From an optimization exercise on the open Yosys and OpenROAD flow, aimed at small area, a short achievable clock period and few clock cycles per item; shortcuts taken in it are not production practice.
RTL that was checked went through simulation tests only; none was proved equivalent to the original.
Power figures rest on the tool's default switching activity, not on a simulated workload.

==> quartz: inputs <==
// xtea_block_cipher
module xtea_block_cipher (
  input  wire logic        clk,
  input  wire logic        rst,
  input  wire logic        cfg_valid,
  output logic             cfg_ready,
  input  wire logic [2:0]  cfg_index,
  input  wire logic [31:0] cfg_data,
  input  wire logic        in_valid,
  output logic             in_stall,
  input  wire logic [64:0] in_data,
  output logic             out_valid,
  input  wire logic        out_stall,
  output logic [63:0]      out_data
);
  localparam logic [31:0] DELTA     = 32'h9E37_79B9;
  localparam logic [31:0] NEG_DELTA = 32'h61C8_8647;   
  logic [31:0] key [4];
  logic [6:0]  nrounds;
  logic [31:0] dec_sum;
  logic        init;       
  logic        pre;        
  logic        idle;       
  logic        busy;       
  logic        outv;       
  logic        stall_q;    
  logic        ph;         
  logic [6:0]  cnt;
  logic        func;
  logic [31:0] a, b;
  logic [31:0] s;          
  logic [31:0] sk;         
  wire trigger   = rst || (cfg_valid && cfg_index == 3'd4);
  wire cnt_zero  = (cnt == 7'd0);
  wire n_zero    = (nrounds == 7'd0);
  wire accept    = idle && in_valid;
  wire in_dec    = in_data[64];
  wire in_swap   = in_dec && !n_zero;   
  logic [31:0] mixed, b_step, sk_sum;
  xtea_add32 u_add_mix (.x((b << 4) ^ (b >> 5)), .y(b), .ci(1'b0), .s(mixed));
  xtea_add32 u_add_b   (.x(a), .y(mixed ^ sk), .ci(func), .s(b_step));
  wire        last   = ph && (cnt == 7'd1);
  wire        neg    = idle || func;
  wire [1:0]  ksel   = (idle || (!ph ^ func)) ? s[12:11] : s[1:0];
  wire [31:0] kword  = key[ksel];
  xtea_add32 u_add_sk  (.x(s), .y(kword), .ci(1'b0), .s(sk_sum));
  wire [31:0] sk_nx  = sk_sum ^ {32{neg}};
  wire [31:0] s_add  = s + ((idle || (busy && func)) ? NEG_DELTA : DELTA);
  assign cfg_ready = 1'b1;
  ...
==> module xtea_add32, before the edit <==
module xtea_add32 (
  input  wire logic [31:0] x,
  input  wire logic [31:0] y,
  input  wire logic        ci,
  output logic [31:0]      s
);
  logic [31:0] p0;
  logic [31:0] g [6];
  logic [31:0] p [6];
  always_comb begin
    p0   = x ^ y;
    p[0] = p0;
    g[0] = x & y;
    g[0][0] = g[0][0] | (p0[0] & ci);
    for (int l = 0; l < 5; l++) begin
      for (int i = 0; i < 32; i++) begin
        if (((i >> l) & 1) == 1) begin
          g[l+1][i] = g[l][i] | (p[l][i] & g[l][((i >> l) << l) - 1]);
          p[l+1][i] = p[l][i] & p[l][((i >> l) << l) - 1];
        end else begin
          g[l+1][i] = g[l][i];
          p[l+1][i] = p[l][i];
        end
      end
    end
    s = p0 ^ {g[5][30:0], ci};
  end
endmodule
==> module xtea_block_cipher, before the edit <==
module xtea_block_cipher (
  input  wire logic        clk,
  input  wire logic        rst,
  input  wire logic        cfg_valid,
  output logic             cfg_ready,
  input  wire logic [2:0]  cfg_index,
  input  wire logic [31:0] cfg_data,
  input  wire logic        in_valid,
  output logic             in_stall,
  input  wire logic [64:0] in_data,
  output logic             out_valid,
  input  wire logic        out_stall,
  output logic [63:0]      out_data
);
  localparam logic [31:0] DELTA     = 32'h9E37_79B9;
  localparam logic [31:0] NEG_DELTA = 32'h61C8_8647;   
  logic [31:0] key [4];
  logic [6:0]  nrounds;
  logic [31:0] dec_sum;
  logic        init;       
  logic        pre;        
  logic        idle;       
  logic        busy;       
  logic        outv;       
  logic        stall_q;    
  logic        ph;         
  logic [6:0]  cnt;
  logic        func;
  logic [31:0] a, b;
  logic [31:0] s;          
  logic [31:0] sk;         
  wire trigger   = rst || (cfg_valid && cfg_index == 3'd4);
  wire cnt_zero  = (cnt == 7'd0);
  wire n_zero    = (nrounds == 7'd0);
  wire accept    = idle && in_valid;
  wire in_dec    = in_data[64];
  wire in_swap   = in_dec && !n_zero;   
  logic [31:0] mixed, b_step, sk_sum;
  xtea_add32 u_add_mix (.x((b << 4) ^ (b >> 5)), .y(b), .ci(1'b0), .s(mixed));
  xtea_add32 u_add_b   (.x(a), .y(mixed ^ sk), .ci(func), .s(b_step));
  wire        last   = ph && (cnt == 7'd1);
  wire        neg    = idle || func;
  wire [1:0]  ksel   = (idle || (!ph ^ func)) ? s[12:11] : s[1:0];
  wire [31:0] kword  = key[ksel];
  xtea_add32 u_add_sk  (.x(s), .y(kword), .ci(1'b0), .s(sk_sum));
  wire [31:0] sk_nx  = sk_sum ^ {32{neg}};
  wire [31:0] s_add  = s + ((idle || (busy && func)) ? NEG_DELTA : DELTA);
  assign cfg_ready = 1'b1;
  assign in_stall  = stall_q;
  assign out_valid = outv;
  assign out_data  = {a, b};
  always_ff @(posedge clk) begin
    for (int i = 0; i < 4; i++) begin
      if (rst || (cfg_valid && cfg_index == 3'(i))) key[i] <= cfg_data & {32{!rst}};
    end
    if (rst)                               nrounds <= 7'd32;
    else if (cfg_valid && cfg_index == 3'd4) nrounds <= cfg_data[6:0];
    if (pre && cnt_zero) dec_sum <= s;
  end
  always_ff @(posedge clk) begin
    if (trigger) begin
      init    <= 1'b1;
      pre     <= 1'b0;
      idle    <= 1'b0;
      busy    <= 1'b0;
      outv    <= 1'b0;
      stall_q <= 1'b1;
    end else begin
      if (init) begin
        init <= 1'b0;
        pre  <= 1'b1;
      end
      if (pre && cnt_zero) begin
        pre     <= 1'b0;
        idle    <= 1'b1;
        stall_q <= 1'b0;
      end
      if (accept) begin
        idle    <= 1'b0;
        stall_q <= 1'b1;
        if (n_zero) outv <= 1'b1;
        else        busy <= 1'b1;
      end
      if (busy && last) begin
        busy <= 1'b0;
        outv <= 1'b1;
      end
      if (outv && !out_stall) begin
        outv    <= 1'b0;
        idle    <= 1'b1;
        stall_q <= 1'b0;
      end
    end
  end
  always_ff @(posedge clk) begin
    if (init || idle) begin
      cnt <= nrounds;
    end else if (pre) begin
      if (!cnt_zero) cnt <= cnt - 7'd1;
    end else if (busy && ph) begin
      cnt <= cnt - 7'd1;
    end
    if (idle) begin
      func <= in_dec;
      ph   <= 1'b0;
    end else if (busy) begin
      ph <= !ph;
    end
  end
  always_ff @(posedge clk) begin
    if (init)                                s <= '0;
    else if (outv)                           s <= dec_sum;
    else if (accept)                         s <= in_dec ? s_add : DELTA;
    else if ((pre && !cnt_zero) || (busy && ph)) s <= s_add;
    if (idle && !in_dec) sk <= key[0];
    else                 sk <= sk_nx;
  end
  always_ff @(posedge clk) begin
    if (idle) begin
      a <= in_swap ? in_data[31:0] : in_data[63:32];
      b <= in_swap ? in_data[63:32] : in_data[31:0];
    end else if (busy) begin
      a <= (last && func) ? b_step : b;
      if (!(last && func)) b <= b_step;
    end
  end
endmodule
==> flow/config.mk <==
export PLATFORM = sky130hd
export DESIGN_NAME = xtea_block_cipher
export DESIGN_NICKNAME = xtea_block_cipher
export VERILOG_FILES = /design/flow/design.v
export SDC_FILE = /design/flow/constraint.sdc
export NUM_CORES = 4
export LEC_CHECK = 0
export CAP_MARGIN = 20
export CORE_MARGIN = 2
export CORE_UTILIZATION = 40
export SLEW_MARGIN = 20
==> flow/constraint.sdc <==
create_clock -name core_clock -period 12.0 [get_ports {clk}]
set_input_delay 2.4000 -clock core_clock [delete_from_list [all_inputs] [get_ports {clk}]]
set_output_delay 2.4000 -clock core_clock [all_outputs]
set_load 0.01 [all_outputs]
standard.sh (not shown) runs the stock make flow with config.mk's settings and CLKGATE_MAP_FILE= SYNTH_SCRIPT=/design/flow/synth_recipe.tcl, a recipe that flattens the netlist after the stock synthesis.
==> flow/flow/run.sh <==
#!/bin/bash
set -euo pipefail
bash standard.sh SETUP_SLACK_MARGIN=7 \
  "BUFFER_PORTS_ARGS=-buffer_cell sky130_fd_sc_hd__buf_1" \
  "CTS_ARGS=-sink_clustering_enable -repair_clock_nets -dont_use_dummy_load -buf_list {sky130_fd_sc_hd__clkbuf_2 sky130_fd_sc_hd__clkbuf_4}" \
  finish > standard_flow.log 2>&1
==> inputs of yarrow, as changes to quartz <==
==> flow/design.v (replaced) <==
`default_nettype none
module xtea_block_cipher (
  input  wire logic        clk,
  input  wire logic        rst,
  input  wire logic        cfg_valid,
  output logic             cfg_ready,
  input  wire logic [2:0]  cfg_index,
  input  wire logic [31:0] cfg_data,
  input  wire logic        in_valid,
  output logic             in_stall,
  input  wire logic [64:0] in_data,
  output logic             out_valid,
  input  wire logic        out_stall,
  output logic [63:0]      out_data
);
  localparam logic [31:0] DELTA     = 32'h9E37_79B9;
  localparam logic [31:0] NEG_DELTA = 32'h61C8_8647;   
  logic [31:0] key [4];
  logic [3:0]  key_zero;   
  logic [6:0]  nrounds;
  logic [31:0] dec_sum;
  logic        init;       
  logic        pre;        
  logic        idle;       
  logic        busy;       
  logic        outv;       
  logic        stall_q;    
  logic        swp;        
  logic        ph;         
  logic [6:0]  cnt;
  logic        func;
  logic [31:0] a, b;
  logic [31:0] s;          
  logic [31:0] sk;         
  wire trigger   = rst || (cfg_valid && cfg_index == 3'd4);
  wire cnt_zero  = (cnt == 7'd0);
  wire n_zero    = (nrounds == 7'd0);
  wire [31:0] mixed  = ((b << 4) ^ (b >> 5)) + b;
  wire [31:0] b_step = a + (mixed ^ sk) + {31'd0, func};
  wire        last   = !swp && ph && (cnt == 7'd1);
  wire [1:0]  ksel   = (!ph ^ func) ? s[12:11] : s[1:0];
  wire [31:0] kword  = key[ksel] & {32{!key_zero[ksel]}};
  wire [31:0] sk_nx  = (s + kword) ^ {32{func}};
  wire [31:0] s_add  = s + ((busy && func) ? NEG_DELTA : DELTA);
  assign cfg_ready = 1'b1;
  assign in_stall  = stall_q;
  assign out_valid = outv;
  assign out_data  = {a, b};
  always_ff @(posedge clk) begin
    for (int i = 0; i < 4; i++) begin
      if (cfg_valid && cfg_index == 3'(i)) key[i] <= cfg_data;
    end
    if (rst) begin
      key_zero <= 4'hF;
      nrounds  <= 7'd32;
    end else if (cfg_valid) begin
      for (int i = 0; i < 4; i++) begin
        if (cfg_index == 3'(i)) key_zero[i] <= 1'b0;
      end
      if (cfg_index == 3'd4) nrounds <= cfg_data[6:0];
    end
    if (pre && cnt_zero) dec_sum <= s;
  end
  always_ff @(posedge clk) begin
    if (trigger) begin
      init    <= 1'b1;
      pre     <= 1'b0;
      idle    <= 1'b0;
      busy    <= 1'b0;
      outv    <= 1'b0;
      stall_q <= 1'b1;
    end else begin
      if (init) begin
        init <= 1'b0;
        pre  <= 1'b1;
      end
      if (pre && cnt_zero) begin
        pre     <= 1'b0;
        idle    <= 1'b1;
        stall_q <= 1'b0;
      end
      if (idle && in_valid) begin
        idle    <= 1'b0;
        stall_q <= 1'b1;
        if (n_zero) outv <= 1'b1;
        else        busy <= 1'b1;
      end
      if (busy && (last && !func || swp && cnt_zero)) begin
        busy <= 1'b0;
        outv <= 1'b1;
      end
      if (outv && !out_stall) begin
        outv    <= 1'b0;
        idle    <= 1'b1;
        stall_q <= 1'b0;
      end
    end
  end
  always_ff @(posedge clk) begin
    if (init || idle) begin
      cnt <= nrounds;
    end else if (pre) begin
      if (!cnt_zero) cnt <= cnt - 7'd1;
    end else if (busy && !swp && ph) begin
      cnt <= cnt - 7'd1;
    end
    if (idle) begin
      func <= in_data[64];
      swp  <= in_data[64];
      ph   <= in_data[64];
    end else if (busy) begin
      ph <= !ph;
      if (swp)               swp <= 1'b0;
      else if (last && func) swp <= 1'b1;
    end
  end
  always_ff @(posedge clk) begin
    if (init)                         s <= '0;
    else if (idle)                    s <= in_data[64] ? dec_sum : DELTA;
    else if ((pre && !cnt_zero) || (busy && ph)) s <= s_add;
    if (idle) sk <= key[0] & {32{!key_zero[0]}};
    else      sk <= sk_nx;
  end
  always_ff @(posedge clk) begin
    if (idle) begin
      a <= in_data[63:32];
      b <= in_data[31:0];
    end else if (busy) begin
      a <= b;
      b <= swp ? a : b_step;
    end
  end
endmodule
`default_nettype wire
==> flow/flow/run.sh (replaced) <==
#!/bin/bash
set -euo pipefail
bash standard.sh SETUP_SLACK_MARGIN=8 finish > standard_flow.log 2>&1
==> inputs of fjord, as changes to quartz <==
--- a/flow/design.v
+++ b/flow/design.v
@@ -54,2 +54,3 @@
   logic        busy;       
+  logic        fin;        
   logic        outv;       
@@ -67,3 +68,2 @@
   wire in_dec    = in_data[64];
-  wire in_swap   = in_dec && !n_zero;   
   logic [31:0] mixed, b_step, sk_sum;
@@ -72,8 +72,9 @@
   wire        last   = ph && (cnt == 7'd1);
+  wire [31:0] x      = s;   
   wire        neg    = idle || func;
-  wire [1:0]  ksel   = (idle || (!ph ^ func)) ? s[12:11] : s[1:0];
+  wire [1:0]  ksel   = (idle || (!ph ^ func)) ? x[12:11] : x[1:0];
   wire [31:0] kword  = key[ksel];
-  xtea_add32 u_add_sk  (.x(s), .y(kword), .ci(1'b0), .s(sk_sum));
+  xtea_add32 u_add_sk  (.x(x), .y(kword), .ci(1'b0), .s(sk_sum));
   wire [31:0] sk_nx  = sk_sum ^ {32{neg}};
-  wire [31:0] s_add  = s + ((idle || (busy && func)) ? NEG_DELTA : DELTA);
+  wire [31:0] s_add  = x + ((idle || (busy && func)) ? NEG_DELTA : DELTA);
   assign cfg_ready = 1'b1;
@@ -81,3 +82,3 @@
   assign out_valid = outv;
-  assign out_data  = {a, b};
+  assign out_data  = {a, s};
   always_ff @(posedge clk) begin
@@ -86,3 +87,3 @@
     end
-    if (rst)                               nrounds <= 7'd32;
+    if (rst)                                 nrounds <= 7'd32;
     else if (cfg_valid && cfg_index == 3'd4) nrounds <= cfg_data[6:0];
@@ -96,2 +97,3 @@
       busy    <= 1'b0;
+      fin     <= 1'b0;
       outv    <= 1'b0;
@@ -111,3 +113,3 @@
         stall_q <= 1'b1;
-        if (n_zero) outv <= 1'b1;
+        if (n_zero) fin  <= 1'b1;
         else        busy <= 1'b1;
@@ -116,2 +118,6 @@
         busy <= 1'b0;
+        fin  <= 1'b1;
+      end
+      if (fin) begin
+        fin  <= 1'b0;
         outv <= 1'b1;
@@ -142,3 +148,4 @@
     if (init)                                s <= '0;
-    else if (outv)                           s <= dec_sum;
+    else if (fin)                            s <= func ? a : b;
+    else if (outv)                           s <= out_stall ? s : dec_sum;
     else if (accept)                         s <= in_dec ? s_add : DELTA;
@@ -149,9 +156,6 @@
   always_ff @(posedge clk) begin
-    if (idle) begin
-      a <= in_swap ? in_data[31:0] : in_data[63:32];
-      b <= in_swap ? in_data[63:32] : in_data[31:0];
-    end else if (busy) begin
-      a <= (last && func) ? b_step : b;
-      if (!(last && func)) b <= b_step;
-    end
+    if (idle)      a <= in_dec ? in_data[31:0] : in_data[63:32];
+    else if (busy) a <= b;
+    else if (fin && func) a <= b;
+    b <= idle ? (in_dec ? in_data[63:32] : in_data[31:0]) : b_step;
   end
==> flow/flow/run.sh (replaced) <==
#!/bin/bash
set -euo pipefail
bash standard.sh SETUP_SLACK_MARGIN=7 \
  "BUFFER_PORTS_ARGS=-buffer_cell sky130_fd_sc_hd__buf_1" \
  "CTS_ARGS=-sink_clustering_enable -repair_clock_nets -dont_use_dummy_load -buf_list {sky130_fd_sc_hd__clkbuf_1 sky130_fd_sc_hd__clkbuf_2}" \
  finish > standard_flow.log 2>&1
==> notes <==
- Total power: fjord > quartz > yarrow.
- Sequential cell count: yarrow > fjord > quartz.
- The highest maximum frequency belongs to fjord, the lowest to yarrow.
- Die area: fjord < quartz < yarrow.
Testbench counts of quartz, summed over its fixed seeds: cycles 34,104, items 512.
Testbench counts of yarrow, summed over its fixed seeds: cycles 34,620, items 512.
Function not checked in fjord: the RTL went through the layout flow alone.

[afterwards: timing with drivers on the ports]
How much do the figures lean on ideal ports? The routed layouts below were timed once more, with nothing changed but the port constraints.
Step 1, drivers: a clkbuf_16 drives clk and a buf_2 each remaining input, both assumed.
Step 2 times the ports against the registers' clock, not the clock port: input delays grow and output delays shrink by t, the midpoint of the rising clock arrivals with the driver on.
Slacks: no drivers / after step 1 / after step 2; pairs: no drivers / after step 1.
| run | shift t [ns] | setup slack, ns | worst setup path after step 2 | worst data-port slew with drivers (ns) | cell pins on the clock port's net |
|---|---|---|---|---|---|
| quartz | 0.830 | 7.047 / 7.047 / 7.047 | register to register | 0.07 | 1 |
| yarrow | 0.613 | 6.982 / 6.982 / 6.982 | register to register | 0.10 | 1 |
| fjord | 0.976 | 7.215 / 7.215 / 7.153 | input to register | 0.05 | 1 |
After both steps every run listed still meets setup and hold. For fjord, which loses most, drivers alone change the setup slack by 0.000 ns; drivers and shift together by -0.062 ns.
